This is an optimization exercise on Yosys and OpenROAD, whose aim is small area, a short achievable clock period and few clock cycles per item, not a production implementation.
In this exercise RTL edits were held to simulation tests only and were not proved equivalent to the original.

==> inputs of willow <==
## lenet_top
module lenet_top (
    input  logic         clk,
    input  logic         rst,
    input  logic         start,
    input  logic         load_en,
    input  logic [2:0]   load_row_idx,
    input  logic [127:0] load_row,
    input  logic         ker_wr_en,
    input  logic [19:0]  ker_wr,
    input  logic [1:0]   rd_row_idx,
    output logic [47:0]  rd_row,
    output logic         busy,
    output logic         done
);
Settings: LEC_CHECK=0, CAP_MARGIN=20, CORE_MARGIN=2, CORE_UTILIZATION=70, SETUP_SLACK_MARGIN=5, SLEW_MARGIN=20; clock period 11.0 ns.
standard.sh (not shown) runs the stock make flow with config.mk's settings and CLKGATE_MAP_FILE= SYNTH_SCRIPT=/design/flow/synth_recipe.tcl, a recipe that flattens the netlist after the stock synthesis.
==> flow/flow/run.sh <==
#!/bin/bash
set -euo pipefail
bash standard.sh SETUP_SLACK_MARGIN=6.5 finish > flow_make.log 2>&1
==> tundra (differences from willow) <==
--- a/flow/config.mk
+++ b/flow/config.mk
@@ -8,5 +8,5 @@
 export CAP_MARGIN = 20
 export CORE_MARGIN = 2
-export CORE_UTILIZATION = 70
+export CORE_UTILIZATION = 40
 export SETUP_SLACK_MARGIN = 5
 export SLEW_MARGIN = 20
==> raven (differences from willow) <==
--- a/flow/config.mk
+++ b/flow/config.mk
@@ -8,5 +8,5 @@
 export CAP_MARGIN = 20
 export CORE_MARGIN = 2
-export CORE_UTILIZATION = 70
+export CORE_UTILIZATION = 60
 export SETUP_SLACK_MARGIN = 5
 export SLEW_MARGIN = 20
==> sierra (differences from willow) <==
==> flow/flow/run.sh (replaced) <==
#!/bin/bash
set -euo pipefail
bash standard.sh SETUP_SLACK_MARGIN=7.0 finish > flow_make.log 2>&1
--- a/flow/config.mk
+++ b/flow/config.mk
@@ -8,5 +8,5 @@
 export CAP_MARGIN = 20
 export CORE_MARGIN = 2
-export CORE_UTILIZATION = 70
+export CORE_UTILIZATION = 60
 export SETUP_SLACK_MARGIN = 5
 export SLEW_MARGIN = 20
==> run summary <==
	sierra	willow	tundra	raven
Standard-cell row count	166	154	204	166
DRT met1 WL	158000 um	135000 um	168000 um	151000 um
RePlAce Congestion	0.971	0.973	0.937	0.971
Total of clock buffers placed in the layout	272	242	290	272
Layout fillers	14500	11000	28300	15500
Die outline height	458 um	424 um	560 um	458 um
Antenna violations before repair	37	35	57	26
Result of the run	no timing/DRC/antenna violations	no timing/DRC/antenna violations	no timing/DRC/antenna violations	no timing/DRC/antenna violations
Number of violations reported at the end of detailed-routing iteration 0	12700	12900	10800	10900
Die Width	458 um	424 um	560 um	458 um
Relative area change from synthesis to final layout	17.5%	10.1%	12.3%	10.6%
Sequential cell area	0.0552 sq mm	0.0551 sq mm	0.0551 sq mm	0.0551 sq mm
Multi-input combinational area share	44.4%	45.5%	44.6%	45.2%
Average routed wire per standard cell	31.7 um	29.4 um	27.7 um	29.4 um
Multi-input combinational cell count	6841	6832	6832	6831
Achievable Freq	236 MHz	223 MHz	222 MHz	223 MHz
Total inserted antenna cells	13	13	20	10
Testbench counts of willow, summed over its fixed seeds: cycles 2,280, images 96.
Testbench counts of tundra, summed over its fixed seeds: cycles 2,280, images 96.
Testbench counts of raven, summed over its fixed seeds: cycles 2,280, images 96.
Testbench counts of sierra, summed over its fixed seeds: cycles 2,280, images 96.

* * *

==> xenon: inputs <==
==> flow/design.v <==
`timescale 1ns/10ps
module lenet_top (
    input  logic         clk,
    input  logic         rst,
    input  logic         start,
    input  logic         load_en,
    input  logic [2:0]   load_row_idx,
    input  logic [127:0] load_row,
    input  logic         ker_wr_en,
    input  logic [19:0]  ker_wr,
    input  logic [1:0]   rd_row_idx,
    output logic [47:0]  rd_row,
    output logic         busy,
    output logic         done
);
    logic [127:0] img [8];
    logic [7:0]   row_nar;           
    logic [15:0]  ker [9];
    logic [15:0]  bias;
    logic [47:0]  res [3];           
    function automatic logic pix_narrow(input logic [15:0] p);
        pix_narrow = (p[15:10] == 6'h00) || (p[15:10] == 6'h3f);
    endfunction
    function automatic logic w_narrow(input logic [15:0] w);
        w_narrow = (w[15:7] == 9'h000) || (w[15:7] == 9'h1ff);
    endfunction
    logic         wq_img;
    logic [2:0]   wq_idx;
    logic [127:0] wq_row;
    logic         wq_kw;
    logic [3:0]   wq_tap;
    logic [15:0]  wq_val;
    logic         wq_ker;
    logic [2:0]   wq_lo;     
    always_ff @(posedge clk)
    begin
        wq_img <= load_en;
        wq_idx <= load_row_idx;
        wq_lo  <= (load_row_idx < 3'd2) ? 3'd0 : load_row_idx - 3'd2;
        wq_row <= load_row;
        wq_kw  <= ker_wr_en;
        wq_tap <= ker_wr[19:16];
        wq_val <= ker_wr[15:0];
    end
    assign wq_ker = wq_kw && (wq_tap <= 4'd9);
    logic load_nar;
    always_comb
    begin
        load_nar = 1'b1;
        for (int c = 0; c < 8; c++)
            if (!pix_narrow(wq_row[16*c +: 16]))
                load_nar = 1'b0;
    end
    for (genvar j = 0; j < 8; j++)
    begin : g_img
        always_ff @(posedge clk)
        begin
            if (wq_img && wq_idx == 3'(j))
            begin
                img[j]     <= wq_row;
                row_nar[j] <= load_nar;
            end
        end
    end
    for (genvar t = 0; t < 9; t++)
    begin : g_ker
        always_ff @(posedge clk)
        begin
            if (wq_kw && wq_tap == 4'(t))
                ker[t] <= wq_val;
        end
    end
    always_ff @(posedge clk)
    begin
        if (wq_kw && wq_tap == 4'd9)
            bias <= wq_val;
    end
    logic [2:0] krow_nar;
    for (genvar r = 0; r < 3; r++)
    begin : g_knar
        assign krow_nar[r] = w_narrow(ker[3*r]) && w_narrow(ker[3*r+1]) && w_narrow(ker[3*r+2]);
    end
    logic       busy_r;
    logic       done_r;
    logic       start_acc;
    logic [2:0] fc;          
    logic [2:0] he_row;      
    logic       v1, v2, v3;
    logic [2:0] row1, row2, row3;
    logic       rb;          
    logic [2:0] tgt;         
    logic       pk;          
    logic       fl;          
    logic       f_we;
    assign start_acc = start && !busy_r;
    assign pk    = v3 && row3[0] && !busy_r && !rb;
    assign fl    = rb || pk;
    assign f_we = v3 && (!row3[0] || busy_r);
    always_ff @(posedge clk)
    begin
        if (rst)
        begin
            busy_r <= 1'b0;
            done_r <= 1'b0;
        end
        else
        begin
            if (start_acc)
                busy_r <= 1'b1;
            else if (done_r)
                busy_r <= 1'b0;
            done_r <= busy_r && !done_r && (fc == 3'd6 || (v2 && last2 && row2 == 3'd5 && !fl));
        end
    end
    assign busy = busy_r;
    assign done = done_r;
    logic [2:0] cr;
    logic [1:0] rr;
    logic       pa;
    logic       pb;
    logic [2:0] rs;          
    logic [7:0] rs_oh;       
    logic       park;
    logic       pw;
    logic       ww;
    logic       issue;
    logic       p_first;
    logic       p_last;
    assign pw      = |(rs_oh & ~row_nar);
    assign ww      = !krow_nar[rr];
    assign issue   = (cr != 3'd6) && (!park || busy_r);
    assign p_first = (rr == 2'd0) && !pa && !pb;
    assign p_last  = (rr == 2'd2) && (pa == pw) && (pb == ww);
    logic       first1, first2;
    logic       last1, last2;
    logic [1:0] sh1;
    logic [2:0] sh2;         
    logic [3:0] hr;          
    always_comb
    begin
        logic rb_img;
        logic rb_ker;
        rb_img = wq_img && (({1'b0, wq_idx} < hr) || (issue && rs == wq_idx));
        rb_ker = wq_ker && (hr != 4'd0 || issue);
        rb     = rb_img || rb_ker;
        if (rb_ker)
            tgt = 3'd0;
        else if (wq_lo < fc)
            tgt = {wq_lo[2:1], 1'b0};
        else
            tgt = fc;
    end
    always_ff @(posedge clk)
    begin
        if (rst)
        begin
            cr   <= 3'd0;
            rr   <= 2'd0;
            pa   <= 1'b0;
            pb   <= 1'b0;
            rs   <= 3'd0;
            rs_oh <= 8'h01;
            hr   <= 4'd0;
            park <= 1'b0;
        end
        else
        begin
            if (fl)
            begin
                cr <= rb ? tgt : row3;
                rs <= rb ? tgt : row3;
                rs_oh <= 8'h01 << (rb ? tgt : row3);
                if (rb && tgt == 3'd0)
                    hr <= 4'd0;
                else
                    hr <= {1'b0, rb ? tgt : row3} + 4'd2;
                rr <= 2'd0;
                pa <= 1'b0;
                pb <= 1'b0;
            end
            else if (issue)
            begin
                if ({1'b0, rs} >= hr)
                    hr <= {1'b0, rs} + 4'd1;
                if (pb != ww)
                    pb <= 1'b1;
                else
                begin
                    pb <= 1'b0;
                    if (pa != pw)
                        pa <= 1'b1;
                    else
                    begin
                        pa <= 1'b0;
                        if (rr == 2'd2)
                        begin
                            rr <= 2'd0;
                            cr <= cr + 3'd1;
                            rs <= rs - 3'd1;
                            rs_oh <= {rs_oh[0], rs_oh[7:1]};
                        end
                        else
                        begin
                            rr <= rr + 2'd1;
                            rs <= rs + 3'd1;
                            rs_oh <= {rs_oh[6:0], rs_oh[7]};
                        end
                    end
                end
            end
            if (rb || busy_r)
                park <= 1'b0;
            else if (pk)
                park <= 1'b1;
        end
    end
    logic [127:0] rrow;
    logic [10:0]  opa_n [8];
    logic [15:0]  kw    [3];
    logic [8:0]   kx    [3];
    logic [10:0]  opa   [8];
    logic [2:0]   b_one [3][4];
    logic [2:0]   b_two [3][4];
    logic [2:0]   b_neg [3][4];
    logic [1:0]   neg3;
    always_comb
    begin
        rrow = '0;
        for (int j = 0; j < 8; j++)
            rrow = rrow | ({128{rs_oh[j]}} & img[j]);
    end
    for (genvar c = 0; c < 8; c++)
    begin : g_opa
        logic [15:0] p;
        assign p = rrow[16*c +: 16];
        always_comb
        begin
            if (!pw)
                opa_n[c] = p[10:0];
            else if (!pa)
                opa_n[c] = {3'b000, p[7:0]};
            else
                opa_n[c] = {{3{p[15]}}, p[15:8]};
        end
    end
    logic [3:0] b1_n [3];
    logic [3:0] b2_n [3];
    logic [3:0] bn_n [3];
    for (genvar c = 0; c < 3; c++)
    begin : g_booth
        always_comb
        begin
            case (rr)
                2'd0:    kw[c] = ker[c];
                2'd1:    kw[c] = ker[3 + c];
                default: kw[c] = ker[6 + c];
            endcase
            kx[c] = pb ? kw[c][15:7] : {kw[c][7:0], 1'b0};
            for (int k = 0; k < 4; k++)
            begin
                logic x2, x1, x0;
                x2 = kx[c][2*k+2];
                x1 = kx[c][2*k+1];
                x0 = kx[c][2*k];
                b1_n[c][k] = x1 ^ x0;
                b2_n[c][k] = (x2 && !x1 && !x0) || (!x2 && x1 && x0);
                bn_n[c][k] = x2 && !(x1 && x0);
            end
        end
    end
    logic [10:0] opa_r [8];
    logic [3:0]  b1_r [3];
    logic [3:0]  b2_r [3];
    logic [3:0]  bn_r [3];
    logic [1:0]  n3_r;
    always_ff @(posedge clk)
    begin
        for (int c = 0; c < 8; c++)
            opa_r[c] <= opa_n[c];
        for (int c = 0; c < 3; c++)
        begin
            b1_r[c] <= b1_n[c];
            b2_r[c] <= b2_n[c];
            bn_r[c] <= bn_n[c];
        end
        n3_r <= 2'(bn_n[0][3]) + 2'(bn_n[1][3]) + 2'(bn_n[2][3]);
        row1   <= cr;
        first1 <= p_first;
        last1  <= p_last;
        sh1    <= 2'(pa) + 2'(pb);
    end
    always_ff @(posedge clk)
    begin
        if (rst)
            v1 <= 1'b0;
        else
            v1 <= issue && !fl;
    end
    localparam logic [35:0] KCONST = 36'hFFFF80800;
    logic [35:0] ss_n [6];
    logic [35:0] sc_n [6];
    for (genvar l = 0; l < 6; l++)
    begin : g_mstage
        logic [35:0] rows [13];
        for (genvar c = 0; c < 3; c++)
        begin : g_prod
            logic [10:0] a;
            assign a = opa_r[l + c];
            for (genvar k = 0; k < 4; k++)
            begin : g_dig
                logic [11:0] m;
                logic [11:0] v;
                assign m = ({12{b1_r[c][k]}} & {a[10], a}) | ({12{b2_r[c][k]}} & {a, 1'b0});
                assign v = m ^ {12{bn_r[c][k]}};
                if (k == 0)
                begin : g_r0
                    assign rows[4*c+k] = 36'({~v[11], v[10:0]});
                end
                else
                begin : g_rk
                    assign rows[4*c+k] = (36'({~v[11], v[10:0]}) << (2*k)) | (36'(bn_r[c][k-1]) << (2*k-2));
                end
            end
        end
        assign rows[12] = KCONST | (36'(n3_r) << 6);
        logic [35:0] t1 [9];
        logic [35:0] t2 [6];
        logic [35:0] t3 [4];
        logic [35:0] t4 [3];
        for (genvar g = 0; g < 4; g++)
        begin : g_l1
            assign t1[2*g]   = rows[3*g] ^ rows[3*g+1] ^ rows[3*g+2];
            assign t1[2*g+1] = ((rows[3*g] & rows[3*g+1]) | (rows[3*g] & rows[3*g+2]) | (rows[3*g+1] & rows[3*g+2])) << 1;
        end
        assign t1[8] = rows[12];
        for (genvar g = 0; g < 3; g++)
        begin : g_l2
            assign t2[2*g]   = t1[3*g] ^ t1[3*g+1] ^ t1[3*g+2];
            assign t2[2*g+1] = ((t1[3*g] & t1[3*g+1]) | (t1[3*g] & t1[3*g+2]) | (t1[3*g+1] & t1[3*g+2])) << 1;
        end
        for (genvar g = 0; g < 2; g++)
        begin : g_l3
            assign t3[2*g]   = t2[3*g] ^ t2[3*g+1] ^ t2[3*g+2];
            assign t3[2*g+1] = ((t2[3*g] & t2[3*g+1]) | (t2[3*g] & t2[3*g+2]) | (t2[3*g+1] & t2[3*g+2])) << 1;
        end
        assign t4[0] = t3[0] ^ t3[1] ^ t3[2];
        assign t4[1] = ((t3[0] & t3[1]) | (t3[0] & t3[2]) | (t3[1] & t3[2])) << 1;
        assign t4[2] = t3[3];
        assign ss_n[l] = t4[0] ^ t4[1] ^ t4[2];
        assign sc_n[l] = ((t4[0] & t4[1]) | (t4[0] & t4[2]) | (t4[1] & t4[2])) << 1;
    end
    logic [35:0] ss_r [6];
    logic [35:0] sc_r [6];
    always_ff @(posedge clk)
    begin
        for (int l = 0; l < 6; l++)
        begin
            ss_r[l] <= ss_n[l];
            sc_r[l] <= sc_n[l];
        end
        row2   <= row1;
        first2 <= first1;
        last2  <= last1;
        sh2    <= {sh1 == 2'd2, sh1 == 2'd1, sh1 == 2'd0};
    end
    always_ff @(posedge clk)
    begin
        if (rst)
            v2 <= 1'b0;
        else
            v2 <= v1 && !fl;
    end
    logic [35:0] acc [6];
    logic [35:0] bias_sc;
    assign bias_sc = {{12{bias[15]}}, bias, 8'h00};
    always_ff @(posedge clk)
    begin
        begin
            for (int l = 0; l < 6; l++)
            begin
                logic [35:0] base;
                logic [35:0] xs;
                logic [35:0] xc;
                base = first2 ? bias_sc : acc[l];
                xs = ({36{sh2[0]}} & ss_r[l]) | ({36{sh2[1]}} & (ss_r[l] << 8)) | ({36{sh2[2]}} & (ss_r[l] << 16));
                xc = ({36{sh2[0]}} & sc_r[l]) | ({36{sh2[1]}} & (sc_r[l] << 8)) | ({36{sh2[2]}} & (sc_r[l] << 16));
                acc[l] <= base + xs + xc;
            end
        end
        row3 <= row2;
    end
    always_ff @(posedge clk)
    begin
        if (rst)
            v3 <= 1'b0;
        else
            v3 <= v2 && last2 && !fl;
    end
    function automatic logic [15:0] sat_conv(input logic [35:0] a);
        if (a[35:23] == 13'h0000 || a[35:23] == 13'h1fff)
            sat_conv = a[23:8];
        else
            sat_conv = a[35] ? 16'h8000 : 16'h7fff;
    endfunction
    function automatic logic sgt(input logic [15:0] a, input logic [15:0] b);
        logic [15:0] ua, ub;
        logic [15:0] g, e;
        ua = {~a[15], a[14:0]};
        ub = {~b[15], b[14:0]};
        g  = ua & ~ub;
        e  = ~(ua ^ ub);
        for (int w = 1; w < 16; w = 2 * w)
            for (int i = 0; i < 16; i = i + 2 * w)
            begin
                g[i] = g[i + w] | (e[i + w] & g[i]);
                e[i] = e[i + w] & e[i];
            end
        sgt = g[0];
    endfunction
    function automatic logic [15:0] smax(input logic [15:0] a, input logic [15:0] b);
        smax = sgt(a, b) ? a : b;
    endfunction
    logic [47:0] h_even;
    logic [47:0] hrow;       
    logic [47:0] prow;       
    always_comb
    begin
        for (int c = 0; c < 3; c++)
        begin
            logic [15:0] sa, sb, he;
            logic        gab, gah, gbh;
            sa  = sat_conv(acc[2*c]);
            sb  = sat_conv(acc[2*c+1]);
            he  = h_even[16*c +: 16];
            gab = sgt(sa, sb);
            gah = sgt(sa, he);
            gbh = sgt(sb, he);
            hrow[16*c +: 16] = gab ? sa : sb;
            if (gab)
                prow[16*c +: 16] = gah ? sa : he;
            else
                prow[16*c +: 16] = gbh ? sb : he;
        end
    end
    always_ff @(posedge clk)
    begin
        if (f_we && !row3[0])
        begin
            h_even <= hrow;
            he_row <= row3;
        end
        for (int p = 0; p < 3; p++)
            if (f_we && row3[0] && row3[2:1] == 2'(p))
                res[p] <= prow;
    end
    always_ff @(posedge clk)
    begin
        if (rst)
            fc <= 3'd0;
        else if (rb)
            fc <= tgt;
        else if (f_we)
            fc <= row3 + 3'd1;
    end
    logic [1:0] rd_idx_q;
    always_ff @(posedge clk)
    begin
        rd_idx_q <= rd_row_idx;
    end
    always_comb
    begin
        case (rd_idx_q)
            2'd0:    rd_row = res[0];
            2'd1:    rd_row = res[1];
            default: rd_row = res[2];
        endcase
    end
endmodule
==> flow/flow/run.sh <==
#!/bin/bash
set -euo pipefail
bash standard.sh SETUP_SLACK_MARGIN=6.5 finish > flow_make.log 2>&1
==> flow/standard.sh <==
#!/bin/bash
# synth_recipe.tcl (not shown) runs the flow's synth.tcl, then flattens the netlist and writes it again
# the make line also repeats each setting of config.mk as NAME=value (left out here)
make -C /OpenROAD-flow-scripts/flow DESIGN_CONFIG=/design/flow/config.mk WORK_HOME=/design/flow/orfs CLKGATE_MAP_FILE= SYNTH_SCRIPT=/design/flow/synth_recipe.tcl "${@:-finish}"
==> flow/config.mk <==
export PLATFORM = sky130hd
export DESIGN_NAME = lenet_top
export DESIGN_NICKNAME = lenet_top
export VERILOG_FILES = /design/flow/design.v
export SDC_FILE = /design/flow/constraint.sdc
export NUM_CORES = 4
export LEC_CHECK = 0
export CAP_MARGIN = 20
export CORE_MARGIN = 2
export CORE_UTILIZATION = 40
export SETUP_SLACK_MARGIN = 5
export SLEW_MARGIN = 20
==> flow/constraint.sdc <==
create_clock -name core_clock -period 11.0 [get_ports {clk}]
set_input_delay 2.2000 -clock core_clock [delete_from_list [all_inputs] [get_ports {clk}]]
set_output_delay 2.2000 -clock core_clock [all_outputs]
set_load 0.01 [all_outputs]
==> inputs of ember, as changes to xenon <==
==> flow/design.v, changed modules only <==
module lenet_top (
    input  logic         clk,
    input  logic         rst,
    input  logic         start,
    input  logic         load_en,
    input  logic [2:0]   load_row_idx,
    input  logic [127:0] load_row,
    input  logic         ker_wr_en,
    input  logic [19:0]  ker_wr,
    input  logic [1:0]   rd_row_idx,
    output logic [47:0]  rd_row,
    output logic         busy,
    output logic         done
);
    logic [127:0] img [8];
    logic [7:0]   row_nar;           
    logic [15:0]  ker [9];
    logic [15:0]  bias;
    logic [47:0]  res [3];           
    function automatic logic pix_narrow(input logic [15:0] p);
        pix_narrow = (p[15:10] == 6'h00) || (p[15:10] == 6'h3f);
    endfunction
    function automatic logic w_narrow(input logic [15:0] w);
        w_narrow = (w[15:7] == 9'h000) || (w[15:7] == 9'h1ff);
    endfunction
    logic load_nar;
    always_comb
    begin
        load_nar = 1'b1;
        for (int c = 0; c < 8; c++)
            if (!pix_narrow(load_row[16*c +: 16]))
                load_nar = 1'b0;
    end
    for (genvar j = 0; j < 8; j++)
    begin : g_img
        always_ff @(posedge clk)
        begin
            if (load_en && load_row_idx == 3'(j))
            begin
                img[j]     <= load_row;
                row_nar[j] <= load_nar;
            end
        end
    end
    for (genvar t = 0; t < 9; t++)
    begin : g_ker
        always_ff @(posedge clk)
        begin
            if (ker_wr_en && ker_wr[19:16] == 4'(t))
                ker[t] <= ker_wr[15:0];
        end
    end
    always_ff @(posedge clk)
    begin
        if (ker_wr_en && ker_wr[19:16] == 4'd9)
            bias <= ker_wr[15:0];
    end
    logic [2:0] krow_nar;
    for (genvar r = 0; r < 3; r++)
    begin : g_knar
        assign krow_nar[r] = w_narrow(ker[3*r]) && w_narrow(ker[3*r+1]) && w_narrow(ker[3*r+2]);
    end
    logic       wq_img;
    logic [2:0] wq_idx;
    logic       wq_ker;
    always_ff @(posedge clk)
    begin
        wq_img <= load_en;
        wq_idx <= load_row_idx;
        wq_ker <= ker_wr_en && (ker_wr[19:16] <= 4'd9);
    end
    logic       busy_r;
    logic       done_r;
    logic       start_acc;
    logic [2:0] fc;          
    logic [2:0] he_row;      
    logic       v1, v2, v3;
    logic [2:0] row1, row2, row3;
    logic       rb;          
    logic [2:0] tgt;         
    logic       pk;          
    logic       fl;          
    logic       f_we;
    assign start_acc = start && !busy_r;
    assign pk    = v3 && row3[0] && !busy_r && !rb;
    assign fl    = rb || pk;
    assign f_we = v3 && !rb && (!row3[0] || busy_r);
    always_ff @(posedge clk)
    begin
        if (rst)
        begin
            busy_r <= 1'b0;
            done_r <= 1'b0;
        end
        else
        begin
            if (start_acc)
                busy_r <= 1'b1;
            else if (done_r)
                busy_r <= 1'b0;
            done_r <= busy_r && !done_r && (fc == 3'd6 || (v2 && last2 && row2 == 3'd5 && !fl));
        end
    end
    assign busy = busy_r;
    assign done = done_r;
    logic [2:0] cr;
    logic [1:0] rr;
    logic       pa;
    logic       pb;
    logic [2:0] rs;          
    logic       park;
    logic       pw;
    logic       ww;
    logic       issue;
    logic       p_first;
    logic       p_last;
    assign pw      = !row_nar[rs];
    assign ww      = !krow_nar[rr];
    assign issue   = (cr != 3'd6) && (!park || busy_r);
    assign p_first = (rr == 2'd0) && !pa && !pb;
    assign p_last  = (rr == 2'd2) && (pa == pw) && (pb == ww);
    logic       first1, first2;
    logic       last1, last2;
    logic [1:0] sh1, sh2;
    always_comb
    begin
        logic [2:0] lo;
        logic [2:0] d;
        logic [2:0] t;
        rb = 1'b0;
        t  = 3'd7;
        d  = wq_idx - cr;   
        lo = (wq_idx < 3'd2) ? 3'd0 : wq_idx - 3'd2;
        if (wq_img)
        begin
            if (lo < cr)
            begin
                rb = 1'b1;
                t  = lo;
            end
            else if (cr <= wq_idx && cr != 3'd6 && (d < 3'(rr) || (d == 3'(rr) && (pa || pb))))
            begin
                rb = 1'b1;
                t  = cr;
            end
        end
        if (wq_ker && (cr != 3'd0 || rr != 2'd0 || pa || pb))
        begin
            rb = 1'b1;
            t  = 3'd0;
        end
        if (fc < t)
            t = fc;
        if (t[0] && fc > t)
            t = t - 3'd1;
        tgt = t;
    end
    always_ff @(posedge clk)
    begin
        if (rst)
        begin
            cr   <= 3'd0;
            rr   <= 2'd0;
            pa   <= 1'b0;
            pb   <= 1'b0;
            rs   <= 3'd0;
            park <= 1'b0;
        end
        else
        begin
            if (fl)
            begin
                cr <= rb ? tgt : row3;
                rs <= rb ? tgt : row3;
                rr <= 2'd0;
                pa <= 1'b0;
                pb <= 1'b0;
            end
            else if (issue)
            begin
                if (pb != ww)
                    pb <= 1'b1;
                else
                begin
                    pb <= 1'b0;
                    if (pa != pw)
                        pa <= 1'b1;
                    else
                    begin
                        pa <= 1'b0;
                        if (rr == 2'd2)
                        begin
                            rr <= 2'd0;
                            cr <= cr + 3'd1;
                            rs <= rs - 3'd1;
                        end
                        else
                        begin
                            rr <= rr + 2'd1;
                            rs <= rs + 3'd1;
                        end
                    end
                end
            end
            if (rb || busy_r)
                park <= 1'b0;
            else if (pk)
                park <= 1'b1;
        end
    end
    logic [127:0] rrow;
    logic [10:0]  opa_n [8];
    logic [15:0]  kw    [3];
    logic [8:0]   kx    [3];
    logic [10:0]  opa   [8];
    logic [2:0]   b_one [3][4];
    logic [2:0]   b_two [3][4];
    logic [2:0]   b_neg [3][4];
    logic [1:0]   neg3;
    assign rrow = img[rs];
    for (genvar c = 0; c < 8; c++)
    begin : g_opa
        logic [15:0] p;
        assign p = rrow[16*c +: 16];
        always_comb
        begin
            if (!pw)
                opa_n[c] = p[10:0];
            else if (!pa)
                opa_n[c] = {3'b000, p[7:0]};
            else
                opa_n[c] = {{3{p[15]}}, p[15:8]};
        end
    end
    logic [3:0] b1_n [3];
    logic [3:0] b2_n [3];
    logic [3:0] bn_n [3];
    for (genvar c = 0; c < 3; c++)
    begin : g_booth
        always_comb
        begin
            case (rr)
                2'd0:    kw[c] = ker[c];
                2'd1:    kw[c] = ker[3 + c];
                default: kw[c] = ker[6 + c];
            endcase
            kx[c] = pb ? kw[c][15:7] : {kw[c][7:0], 1'b0};
            for (int k = 0; k < 4; k++)
            begin
                logic x2, x1, x0;
                x2 = kx[c][2*k+2];
                x1 = kx[c][2*k+1];
                x0 = kx[c][2*k];
                b1_n[c][k] = x1 ^ x0;
                b2_n[c][k] = (x2 && !x1 && !x0) || (!x2 && x1 && x0);
                bn_n[c][k] = x2 && !(x1 && x0);
            end
        end
    end
    logic [10:0] opa_r [8];
    logic [3:0]  b1_r [3];
    logic [3:0]  b2_r [3];
    logic [3:0]  bn_r [3];
    logic [1:0]  n3_r;
    always_ff @(posedge clk)
    begin
        for (int c = 0; c < 8; c++)
            opa_r[c] <= opa_n[c];
        for (int c = 0; c < 3; c++)
        begin
            b1_r[c] <= b1_n[c];
            b2_r[c] <= b2_n[c];
            bn_r[c] <= bn_n[c];
        end
        n3_r <= 2'(bn_n[0][3]) + 2'(bn_n[1][3]) + 2'(bn_n[2][3]);
        row1   <= cr;
        first1 <= p_first;
        last1  <= p_last;
        sh1    <= 2'(pa) + 2'(pb);
    end
    always_ff @(posedge clk)
    begin
        if (rst)
            v1 <= 1'b0;
        else
            v1 <= issue && !fl;
    end
    localparam logic [35:0] KCONST = 36'hFFFF80800;
    logic [35:0] ss_n [6];
    logic [35:0] sc_n [6];
    for (genvar l = 0; l < 6; l++)
    begin : g_mstage
        logic [35:0] rows [13];
        for (genvar c = 0; c < 3; c++)
        begin : g_prod
            logic [10:0] a;
            assign a = opa_r[l + c];
            for (genvar k = 0; k < 4; k++)
            begin : g_dig
                logic [11:0] m;
                logic [11:0] v;
                assign m = ({12{b1_r[c][k]}} & {a[10], a}) | ({12{b2_r[c][k]}} & {a, 1'b0});
                assign v = m ^ {12{bn_r[c][k]}};
                if (k == 0)
                begin : g_r0
                    assign rows[4*c+k] = 36'({~v[11], v[10:0]});
                end
                else
                begin : g_rk
                    assign rows[4*c+k] = (36'({~v[11], v[10:0]}) << (2*k)) | (36'(bn_r[c][k-1]) << (2*k-2));
                end
            end
        end
        assign rows[12] = KCONST | (36'(n3_r) << 6);
        logic [35:0] t1 [9];
        logic [35:0] t2 [6];
        logic [35:0] t3 [4];
        logic [35:0] t4 [3];
        for (genvar g = 0; g < 4; g++)
        begin : g_l1
            assign t1[2*g]   = rows[3*g] ^ rows[3*g+1] ^ rows[3*g+2];
            assign t1[2*g+1] = ((rows[3*g] & rows[3*g+1]) | (rows[3*g] & rows[3*g+2]) | (rows[3*g+1] & rows[3*g+2])) << 1;
        end
        assign t1[8] = rows[12];
        for (genvar g = 0; g < 3; g++)
        begin : g_l2
            assign t2[2*g]   = t1[3*g] ^ t1[3*g+1] ^ t1[3*g+2];
            assign t2[2*g+1] = ((t1[3*g] & t1[3*g+1]) | (t1[3*g] & t1[3*g+2]) | (t1[3*g+1] & t1[3*g+2])) << 1;
        end
        for (genvar g = 0; g < 2; g++)
        begin : g_l3
            assign t3[2*g]   = t2[3*g] ^ t2[3*g+1] ^ t2[3*g+2];
            assign t3[2*g+1] = ((t2[3*g] & t2[3*g+1]) | (t2[3*g] & t2[3*g+2]) | (t2[3*g+1] & t2[3*g+2])) << 1;
        end
        assign t4[0] = t3[0] ^ t3[1] ^ t3[2];
        assign t4[1] = ((t3[0] & t3[1]) | (t3[0] & t3[2]) | (t3[1] & t3[2])) << 1;
        assign t4[2] = t3[3];
        assign ss_n[l] = t4[0] ^ t4[1] ^ t4[2];
        assign sc_n[l] = ((t4[0] & t4[1]) | (t4[0] & t4[2]) | (t4[1] & t4[2])) << 1;
    end
    logic [35:0] ss_r [6];
    logic [35:0] sc_r [6];
    always_ff @(posedge clk)
    begin
        for (int l = 0; l < 6; l++)
        begin
            ss_r[l] <= ss_n[l];
            sc_r[l] <= sc_n[l];
        end
        row2   <= row1;
        first2 <= first1;
        last2  <= last1;
        sh2    <= sh1;
    end
    always_ff @(posedge clk)
    begin
        if (rst)
            v2 <= 1'b0;
        else
            v2 <= v1 && !fl;
    end
    logic [35:0] acc [6];
    logic [35:0] bias_sc;
    assign bias_sc = {{12{bias[15]}}, bias, 8'h00};
    always_ff @(posedge clk)
    begin
        begin
            for (int l = 0; l < 6; l++)
            begin
                logic [35:0] base;
                logic [35:0] xs;
                logic [35:0] xc;
                base = first2 ? bias_sc : acc[l];
                case (sh2)
                    2'd0:    begin xs = ss_r[l];        xc = sc_r[l];        end
                    2'd1:    begin xs = ss_r[l] << 8;   xc = sc_r[l] << 8;   end
                    default: begin xs = ss_r[l] << 16;  xc = sc_r[l] << 16;  end
                endcase
                acc[l] <= base + xs + xc;
            end
        end
        row3 <= row2;
    end
    always_ff @(posedge clk)
    begin
        if (rst)
            v3 <= 1'b0;
        else
            v3 <= v2 && last2 && !fl;
    end
    function automatic logic [15:0] sat_conv(input logic [35:0] a);
        if (a[35:23] == 13'h0000 || a[35:23] == 13'h1fff)
            sat_conv = a[23:8];
        else
            sat_conv = a[35] ? 16'h8000 : 16'h7fff;
    endfunction
    function automatic logic [15:0] smax(input logic signed [15:0] a, input logic signed [15:0] b);
        smax = (a > b) ? a : b;
    endfunction
    logic [47:0] h_even;
    logic [47:0] hrow;
    always_comb
    begin
        for (int c = 0; c < 3; c++)
            hrow[16*c +: 16] = smax(sat_conv(acc[2*c]), sat_conv(acc[2*c+1]));
    end
    logic [47:0] prow;
    always_comb
    begin
        for (int c = 0; c < 3; c++)
            prow[16*c +: 16] = smax(h_even[16*c +: 16], hrow[16*c +: 16]);
    end
    always_ff @(posedge clk)
    begin
        if (f_we && !row3[0])
        begin
            h_even <= hrow;
            he_row <= row3;
        end
        for (int p = 0; p < 3; p++)
            if (f_we && row3[0] && row3[2:1] == 2'(p))
                res[p] <= prow;
    end
    always_ff @(posedge clk)
    begin
        if (rst)
            fc <= 3'd0;
        else if (rb)
            fc <= tgt;
        else if (f_we)
            fc <= row3 + 3'd1;
    end
    always_ff @(posedge clk)
    begin
        if (f_we && row3[0] && row3[2:1] == rd_row_idx)
            rd_row <= prow;
        else
            case (rd_row_idx)
                2'd0:    rd_row <= res[0];
                2'd1:    rd_row <= res[1];
                default: rd_row <= res[2];
            endcase
    end
endmodule
==> flow/run.sh (new file) <==
#!/bin/bash
# synth_recipe.tcl (not shown) runs the flow's synth.tcl, then flattens the netlist and writes it again
# the make line also repeats each setting of config.mk as NAME=value (left out here)
make -C /OpenROAD-flow-scripts/flow DESIGN_CONFIG=/design/flow/config.mk WORK_HOME=/design/flow/orfs CLKGATE_MAP_FILE= SYNTH_SCRIPT=/design/flow/synth_recipe.tcl finish
removed: flow/flow/run.sh
removed: flow/standard.sh
==> impl_metrics.tcl <==
set metrics [dict create \
    ff2ff_setup_slack_ns 5.16 \
    status "finished clean" \
    syn2layout_area_growth_pct 11.3 \
    final_core_util_pct 44.7 \
    reg2reg_from "acc[5][24]$_DFF_P_" \
    layout.nets 13000 \
]
# the run above: ember

==> impl_metrics.tcl <==
set metrics [dict create \
    crit_chain "buf_8, or2_2, nand2_1, xor2_1, ha_1, inv_1, fa_1, fa_1, fa_1, inv_1, fa_1" \
    syn2layout_area_growth_pct 12.7 \
    reg2reg_from "b2_r[0][1]$_DFF_P_" \
    status "finished clean" \
    ff2ff_setup_slack_ns 6.40 \
    final_core_util_pct 45.2 \
    synthArstFlopShare_pct 0 \
]
# the run above: xenon

Testbench counts of xenon, summed over its fixed seeds: cycles 2,376, images 96.
Testbench counts of ember, summed over its fixed seeds: cycles 2,360, images 96.

port drivers added, routing unchanged:
The results above use ideal ports. As a check the final layouts listed here were re-extracted and re-timed, cells and wires unchanged.
Step 1 assumes that a clkbuf_16 drives the clock port and a buf_2 every other input.
Step 2 moves the port delays by t, midway between the first and last clock arrival at a register: inputs arrive t later, outputs are due t later. That takes back most of the time a late clock gives input paths.
a / b / c = ideal ports / drivers / drivers and shift; a / b = the first two.
| run | shift t [ns] | setup WS [ns] | worst hold slack (ns) |
|---|---|---|---|
| willow | 0.974 | 6.510 / 6.510 / 5.773 | 0.325 / 0.325 / 0.325 |
| tundra | 0.990 | 6.490 / 6.490 / 5.644 | 0.324 / 0.324 / 0.324 |
| raven | 0.956 | 6.523 / 6.523 / 5.713 | 0.323 / 0.323 / 0.323 |
| sierra | 0.963 | 6.772 / 6.772 / 6.177 | 0.325 / 0.325 / 0.325 |
| xenon | 0.998 | 6.402 / 6.402 / 6.402 | 0.326 / 0.326 / 0.326 |
| ember | 1.006 | 5.160 / 5.160 / 5.160 | 0.311 / 0.311 / 0.311 |
After both steps every run listed still meets setup and hold. The setup slack of tundra, which loses most, moves by 0.000 ns with the drivers and by -0.846 ns with both steps.
